Source: an optimization exercise on an open RTL-to-GDS flow (aim: small area). Production flows keep margins and buffers that such runs may drop.
Only simulation tests tie the RTL to the original design; equivalence was not proved.
Power is estimated from default activity; no workload was simulated.

==> run a <==
==> flow/design.v <==
package rv32_pkg;
    localparam int XLEN      = 32;
    localparam int REG_COUNT = 32;
    localparam int IDX_W     = $clog2(REG_COUNT);
    typedef logic [IDX_W-1:0] reg_idx_t;
    typedef logic [XLEN-1:0]  xlen_t;
    localparam reg_idx_t REG_ZERO = '0;
endpackage
module reg_scoreboard (
    input  logic                 clk,
    input  logic                 rst_n,
    input  logic                 issue_valid_i,
    input  logic                 issue_rd_en_i,
    input  logic [rv32_pkg::IDX_W-1:0]             issue_rd_index_i,
    input  logic                 issue_rs1_used_i,
    input  logic                 issue_rs2_used_i,
    input  logic [rv32_pkg::REG_COUNT-1:0] rs1_dec_nb_i,   
    input  logic [rv32_pkg::REG_COUNT-1:0] rs2_dec_nb_i,   
    input  logic [rv32_pkg::REG_COUNT-1:0] wb_dec_i,       
    output logic                 hazard_o,
    output logic [rv32_pkg::REG_COUNT-1:0] busy_o
);
    localparam int N = rv32_pkg::REG_COUNT;
    logic [N-1:1] busy_q;
    logic         rs1_pend;
    logic         rs2_pend;
    logic         issue_ok;
    rf_or_sel #(.N(N-1)) u_pend1 (.sel(rs1_dec_nb_i[N-1:1]), .d(busy_q), .y(rs1_pend));
    rf_or_sel #(.N(N-1)) u_pend2 (.sel(rs2_dec_nb_i[N-1:1]), .d(busy_q), .y(rs2_pend));
    assign hazard_o = issue_valid_i & ((issue_rs1_used_i & rs1_pend) | (issue_rs2_used_i & rs2_pend));
    assign issue_ok = issue_valid_i & issue_rd_en_i & ~hazard_o;
    for (genvar gi = 1; gi < N; gi++) begin : g_busy
        always_ff @(posedge clk or negedge rst_n) begin
            if (!rst_n) begin
                busy_q[gi] <= 1'b0;
            end else if (issue_ok && (issue_rd_index_i == rv32_pkg::IDX_W'(gi))) begin
                busy_q[gi] <= 1'b1;
            end else if (wb_dec_i[gi]) begin
                busy_q[gi] <= 1'b0;
            end
        end
    end
    assign busy_o = {busy_q, 1'b0};
endmodule
module rf_aoi3 (
    input  logic [2:0] s,
    input  logic [2:0] d,
    output logic       y_n
);
    assign y_n = ~((s[0] & d[0]) | (s[1] & d[1]) | (s[2] & d[2]));
endmodule
module rf_aoi2 (
    input  logic [1:0] s,
    input  logic [1:0] d,
    output logic       y_n
);
    assign y_n = ~((s[0] & d[0]) | (s[1] & d[1]));
endmodule
module rf_dec5 (
    input  logic        en,
    input  logic [4:0]  idx,
    output logic [31:1] y
);
    for (genvar gi = 1; gi < 32; gi++) begin : g_y
        assign y[gi] = en && (idx == 5'(gi));
    end
endmodule
module rf_nand4 (
    input  logic [3:0] a,
    output logic       y
);
    assign y = ~&a;
endmodule
module rf_tail (
    input  logic [1:0] g_n,
    input  logic [1:0] s,
    input  logic [1:0] d,
    output logic       y
);
    assign y = (s[0] & d[0]) | (s[1] & d[1]) | ~(g_n[0] & g_n[1]);
endmodule
module rf_or_sel #(
    parameter int N = 32
) (
    input  logic [N-1:0] sel,
    input  logic [N-1:0] d,
    output logic         y
);
    localparam int G = N / 3;
    localparam int R = N % 3;
    logic [G-1:0] g_n;
    for (genvar k = 0; k < G; k++) begin : g_grp
        rf_aoi3 u_aoi (.s(sel[3*k +: 3]), .d(d[3*k +: 3]), .y_n(g_n[k]));
    end
    if (R == 0) begin : g_r0
        assign y = ~&g_n;
    end else if (R == 1) begin : g_r1
        assign y = ~&g_n | (sel[N-1] & d[N-1]);
    end else if (G == 10) begin : g_r2_32
        logic [2:0] part;
        rf_nand4 u_n0 (.a(g_n[3:0]), .y(part[0]));
        rf_nand4 u_n1 (.a(g_n[7:4]), .y(part[1]));
        rf_tail  u_tl (.g_n(g_n[9:8]), .s(sel[N-1 -: 2]), .d(d[N-1 -: 2]), .y(part[2]));
        assign y = |part;
    end else begin : g_r2
        logic last_n;
        rf_aoi2 u_aoi_last (.s(sel[N-1 -: 2]), .d(d[N-1 -: 2]), .y_n(last_n));
        assign y = ~&{g_n, last_n};
    end
endmodule
module register_file_scoreboard #(
    parameter bit BYPASS_EN = 1'b1
) (
    input  logic                 clk,
    input  logic                 rst_n,
    input  logic [rv32_pkg::IDX_W-1:0]             rs1_read_index,
    output logic [rv32_pkg::XLEN-1:0]                rs1_read_data,
    input  logic [rv32_pkg::IDX_W-1:0]             rs2_read_index,
    output logic [rv32_pkg::XLEN-1:0]                rs2_read_data,
    input  logic                 rd_write_en,
    input  logic [rv32_pkg::IDX_W-1:0]             rd_write_index,
    input  logic [rv32_pkg::XLEN-1:0]                rd_write_data,
    input  logic                 issue_valid,
    input  logic                 issue_rd_en,
    input  logic [rv32_pkg::IDX_W-1:0]             issue_rd_index,
    input  logic                 issue_rs1_used,
    input  logic                 issue_rs2_used,
    output logic                 hazard,
    output logic [rv32_pkg::REG_COUNT-1:0] busy_vector
);
    localparam int N = rv32_pkg::REG_COUNT;
    localparam int W = rv32_pkg::XLEN;
    logic [W-1:0] regs_q [1:N-1];
    logic [N-1:0] valid_q;
    logic [N-1:0] wr_dec;
    assign wr_dec[0] = 1'b0;
    rf_dec5 u_wdec (.en(rd_write_en), .idx(rd_write_index), .y(wr_dec[N-1:1]));
    always_ff @(posedge clk or negedge rst_n) begin
        if (!rst_n) begin
            valid_q <= '0;
        end else begin
            valid_q <= valid_q | wr_dec;
        end
    end
    for (genvar gi = 1; gi < N; gi++) begin : g_regs
        always_ff @(posedge clk) begin
            if (wr_dec[gi]) begin
                regs_q[gi] <= rd_write_data;
            end
        end
    end
    logic         byp1, byp2;
    logic [N-1:0] dec1_nb, dec2_nb;
    logic [N-1:0] sel1, sel2;
    assign byp1 = BYPASS_EN && rd_write_en && (rd_write_index == rs1_read_index)
                  && (rs1_read_index != rv32_pkg::REG_ZERO);
    assign byp2 = BYPASS_EN && rd_write_en && (rd_write_index == rs2_read_index)
                  && (rs2_read_index != rv32_pkg::REG_ZERO);
    assign dec1_nb[0] = 1'b0;
    assign dec2_nb[0] = 1'b0;
    rf_dec5 u_rdec1 (.en(!byp1), .idx(rs1_read_index), .y(dec1_nb[N-1:1]));
    rf_dec5 u_rdec2 (.en(!byp2), .idx(rs2_read_index), .y(dec2_nb[N-1:1]));
    for (genvar gi = 0; gi < N; gi++) begin : g_rdec
        if (gi == 0) begin : g_byp
            assign sel1[gi] = byp1;
            assign sel2[gi] = byp2;
        end else begin : g_reg
            assign sel1[gi] = dec1_nb[gi] && valid_q[gi];
            assign sel2[gi] = dec2_nb[gi] && valid_q[gi];
        end
    end
    for (genvar b = 0; b < W; b++) begin : g_rd
        logic [N-1:0] col;
        assign col[0] = rd_write_data[b];
        for (genvar gi = 1; gi < N; gi++) begin : g_col
            assign col[gi] = regs_q[gi][b];
        end
        rf_or_sel #(.N(N)) u_rd1 (.sel(sel1), .d(col), .y(rs1_read_data[b]));
        rf_or_sel #(.N(N)) u_rd2 (.sel(sel2), .d(col), .y(rs2_read_data[b]));
    end
    reg_scoreboard u_scoreboard (
        .clk              (clk),
        .rst_n            (rst_n),
        .issue_valid_i    (issue_valid),
        .issue_rd_en_i    (issue_rd_en),
        .issue_rd_index_i (issue_rd_index),
        .issue_rs1_used_i (issue_rs1_used),
        .issue_rs2_used_i (issue_rs2_used),
        .rs1_dec_nb_i     (dec1_nb),
        .rs2_dec_nb_i     (dec2_nb),
        .wb_dec_i         (wr_dec),
        .hazard_o         (hazard),
        .busy_o           (busy_vector)
    );
endmodule
==> flow/flow/run.sh <==
#!/bin/bash
# The standard layout (the standard.sh) with two changes in how it is made:
# clock tree synthesis adds no dummy loads for balancing, and the buffer that
# buffer_ports puts on every input and output port is a plain buf_1 rather
# than the delay buffer it picks by default.
set -euo pipefail
CTS="-sink_clustering_enable -repair_clock_nets -dont_use_dummy_load"
CTS="$CTS -sink_clustering_size 20 -sink_clustering_max_diameter 80"
CTS="$CTS -buf_list {sky130_fd_sc_hd__clkbuf_16}"
bash standard.sh CTS_ARGS="$CTS" BUFFER_PORTS_ARGS="-buffer_cell sky130_fd_sc_hd__buf_1" finish > make_finish.log 2>&1
==> flow/standard.sh <==
#!/bin/bash
# synth_recipe.tcl (not shown) runs the flow's synth.tcl, then flattens the netlist and writes it again
# the make line also repeats each setting of config.mk as NAME=value (left out here)
make -C /OpenROAD-flow-scripts/flow DESIGN_CONFIG=/design/flow/config.mk WORK_HOME=/design/flow/orfs CLKGATE_MAP_FILE= SYNTH_SCRIPT=/design/flow/synth_recipe.tcl "${@:-finish}"
==> flow/config.mk <==
export PLATFORM = sky130hd
export DESIGN_NAME = register_file_scoreboard
export DESIGN_NICKNAME = register_file_scoreboard
export VERILOG_FILES = /design/flow/design.v
export SDC_FILE = /design/flow/constraint.sdc
export NUM_CORES = 4
export LEC_CHECK = 0
export CAP_MARGIN = 20
export CORE_MARGIN = 2
export CORE_UTILIZATION = 40
export CTS_BUF_LIST = sky130_fd_sc_hd__clkbuf_16
export CTS_CLUSTER_DIAMETER = 80
export CTS_CLUSTER_SIZE = 20
export GPL_TIMING_DRIVEN = 1
export PLACE_DENSITY = 0.6
export SETUP_SLACK_MARGIN = 0.2
export SLEW_MARGIN = 20
export SYNTH_HIERARCHICAL = 1
==> flow/constraint.sdc <==
create_clock -name core_clock -period 8.0 [get_ports {clk}]
set_input_delay 1.6000 -clock core_clock [delete_from_list [all_inputs] [get_ports {clk}]]
set_output_delay 1.6000 -clock core_clock [all_outputs]
set_load 0.01 [all_outputs]
==> run b (differences from run a) <==
==> flow/design.v, changed modules only <==
module rf_or_sel #(
    parameter int N = 32
) (
    input  logic [N-1:0] sel,
    input  logic [N-1:0] d,
    output logic         y
);
    localparam int G = N / 3;
    localparam int R = N % 3;
    logic [G-1:0] g_n;
    for (genvar k = 0; k < G; k++) begin : g_grp
        rf_aoi3 u_aoi (.s(sel[3*k +: 3]), .d(d[3*k +: 3]), .y_n(g_n[k]));
    end
    if (R == 0) begin : g_r0
        assign y = ~&g_n;
    end else if (R == 1) begin : g_r1
        assign y = ~&g_n | (sel[N-1] & d[N-1]);
    end else begin : g_r2
        logic last_n;
        rf_aoi2 u_aoi_last (.s(sel[N-1 -: 2]), .d(d[N-1 -: 2]), .y_n(last_n));
        assign y = ~&{g_n, last_n};
    end
endmodule
module register_file_scoreboard #(
    parameter bit BYPASS_EN = 1'b1
) (
    input  logic                 clk,
    input  logic                 rst_n,
    input  logic [rv32_pkg::IDX_W-1:0]             rs1_read_index,
    output logic [rv32_pkg::XLEN-1:0]                rs1_read_data,
    input  logic [rv32_pkg::IDX_W-1:0]             rs2_read_index,
    output logic [rv32_pkg::XLEN-1:0]                rs2_read_data,
    input  logic                 rd_write_en,
    input  logic [rv32_pkg::IDX_W-1:0]             rd_write_index,
    input  logic [rv32_pkg::XLEN-1:0]                rd_write_data,
    input  logic                 issue_valid,
    input  logic                 issue_rd_en,
    input  logic [rv32_pkg::IDX_W-1:0]             issue_rd_index,
    input  logic                 issue_rs1_used,
    input  logic                 issue_rs2_used,
    output logic                 hazard,
    output logic [rv32_pkg::REG_COUNT-1:0] busy_vector
);
    localparam int N = rv32_pkg::REG_COUNT;
    localparam int W = rv32_pkg::XLEN;
    logic [W-1:0] regs_q [1:N-1];
    logic [N-1:0] valid_q;
    logic [N-1:0] wr_dec;
    for (genvar gi = 0; gi < N; gi++) begin : g_wdec
        assign wr_dec[gi] = (gi != 0) && rd_write_en && (rd_write_index == rv32_pkg::IDX_W'(gi));
    end
    always_ff @(posedge clk or negedge rst_n) begin
        if (!rst_n) begin
            valid_q <= '0;
        end else begin
            valid_q <= valid_q | wr_dec;
        end
    end
    for (genvar gi = 1; gi < N; gi++) begin : g_regs
        always_ff @(posedge clk) begin
            if (wr_dec[gi]) begin
                regs_q[gi] <= rd_write_data;
            end
        end
    end
    logic         byp1, byp2;
    logic [N-1:0] dec1_nb, dec2_nb;
    logic [N-1:0] sel1, sel2;
    assign byp1 = BYPASS_EN && rd_write_en && (rd_write_index == rs1_read_index)
                  && (rs1_read_index != rv32_pkg::REG_ZERO);
    assign byp2 = BYPASS_EN && rd_write_en && (rd_write_index == rs2_read_index)
                  && (rs2_read_index != rv32_pkg::REG_ZERO);
    for (genvar gi = 0; gi < N; gi++) begin : g_rdec
        assign dec1_nb[gi] = (gi != 0) && !byp1 && (rs1_read_index == rv32_pkg::IDX_W'(gi));
        assign dec2_nb[gi] = (gi != 0) && !byp2 && (rs2_read_index == rv32_pkg::IDX_W'(gi));
        if (gi == 0) begin : g_byp
            assign sel1[gi] = byp1;
            assign sel2[gi] = byp2;
        end else begin : g_reg
            assign sel1[gi] = dec1_nb[gi] && valid_q[gi];
            assign sel2[gi] = dec2_nb[gi] && valid_q[gi];
        end
    end
    for (genvar b = 0; b < W; b++) begin : g_rd
        logic [N-1:0] col;
        assign col[0] = rd_write_data[b];
        for (genvar gi = 1; gi < N; gi++) begin : g_col
            assign col[gi] = regs_q[gi][b];
        end
        rf_or_sel #(.N(N)) u_rd1 (.sel(sel1), .d(col), .y(rs1_read_data[b]));
        rf_or_sel #(.N(N)) u_rd2 (.sel(sel2), .d(col), .y(rs2_read_data[b]));
    end
    reg_scoreboard u_scoreboard (
        .clk              (clk),
        .rst_n            (rst_n),
        .issue_valid_i    (issue_valid),
        .issue_rd_en_i    (issue_rd_en),
        .issue_rd_index_i (issue_rd_index),
        .issue_rs1_used_i (issue_rs1_used),
        .issue_rs2_used_i (issue_rs2_used),
        .rs1_dec_nb_i     (dec1_nb),
        .rs2_dec_nb_i     (dec2_nb),
        .wb_dec_i         (wr_dec),
        .hazard_o         (hazard),
        .busy_o           (busy_vector)
    );
endmodule
// module rf_dec5 removed
// module rf_nand4 removed
// module rf_tail removed
--- a/flow/config.mk
+++ b/flow/config.mk
@@ -7,5 +7,5 @@
 export LEC_CHECK = 0
-export CAP_MARGIN = 20
+export CAP_MARGIN = 10
 export CORE_MARGIN = 2
-export CORE_UTILIZATION = 40
+export CORE_UTILIZATION = 55
 export CTS_BUF_LIST = sky130_fd_sc_hd__clkbuf_16
@@ -14,5 +14,5 @@
 export GPL_TIMING_DRIVEN = 1
-export PLACE_DENSITY = 0.6
+export PLACE_DENSITY = 0.72
 export SETUP_SLACK_MARGIN = 0.2
-export SLEW_MARGIN = 20
+export SLEW_MARGIN = 10
 export SYNTH_HIERARCHICAL = 1
==> comparison table <==
Overall routing resource usage: run a 29.74%; run b 41.51%
Final Max Tran Viols: run a 0; run b 33
Result of the run: run a timing/DRC/antenna clean; run b failed layout checks
Layout check failures: run a -; run b capacitance limit, slew limit
Final min period: run a 7217 ps; run b 7066 ps
Wire length of the first global-routing pass: run a 228200 um; run b 231700 um
Beginning of the worst register-to-register path: run a u_scoreboard.busy_q[1]$_DFFE_PN0P_; run b u_scoreboard.busy_q[13]$_DFFE_PN0P_
Via count of the routed design: run a 31679; run b 33574
Fraction of final layout cells with drive strength greater than 1: run a 11.27%; run b 14.17%
Design Power: run a 10.17 mW; run b 10.04 mW
Tapcell Cnt: run a 1380; run b 1040
Seq pwr: run a 6.30 mW; run b 6.29 mW
Worst slack at placement: run a 968.2 ps; run b 1214 ps
Worst reg2reg path endpoint: run a u_scoreboard.busy_q[14]$_DFFE_PN0P_; run b u_scoreboard.busy_q[16]$_DFFE_PN0P_
Mean post-synth cell area: run a 17.23 sq um; run b 17.23 sq um
Clock buffer count in the final layout: run a 61; run b 59
Number of non-clock inverters in the layout: run a 31; run b 46
Non-filler instance count after layout: run a 4141; run b 3843
Full die area: run a 107800 sq um; run b 79850 sq um
Last weighted congestion value of the routability-driven placer: run a 0.9165; run b 0.9720
Clock group share of total power: run a 30.2%; run b 29.7%

## re-timing with driven ports
No port has a modelled driver above. Below, the same layouts with a new extraction and two added sets of constraints.
Step 1 assumes that a clkbuf_16 drives the clock port and a buf_2 every other input.
Step 2, shift: input delay + t, output delay - t, t = (earliest + latest rising clock arrival at the registers) / 2. This alone moves slack from input paths to output paths.
a / b / c = ideal / step 1 / step 2; a / b = the first two.
| run | t, ns | slack for setup (ns) | hold slack, ns |
|---|---|---|---|
| run a | 0.728 | 0.783 / 0.756 / 0.756 | 0.482 / 0.482 / 0.482 |
| run b | 0.721 | 0.934 / 0.909 / 0.909 | 0.492 / 0.492 / 0.492 |
The setup slack of run a, which loses most, moves by -0.027 ns with the drivers and by -0.027 ns with both steps.
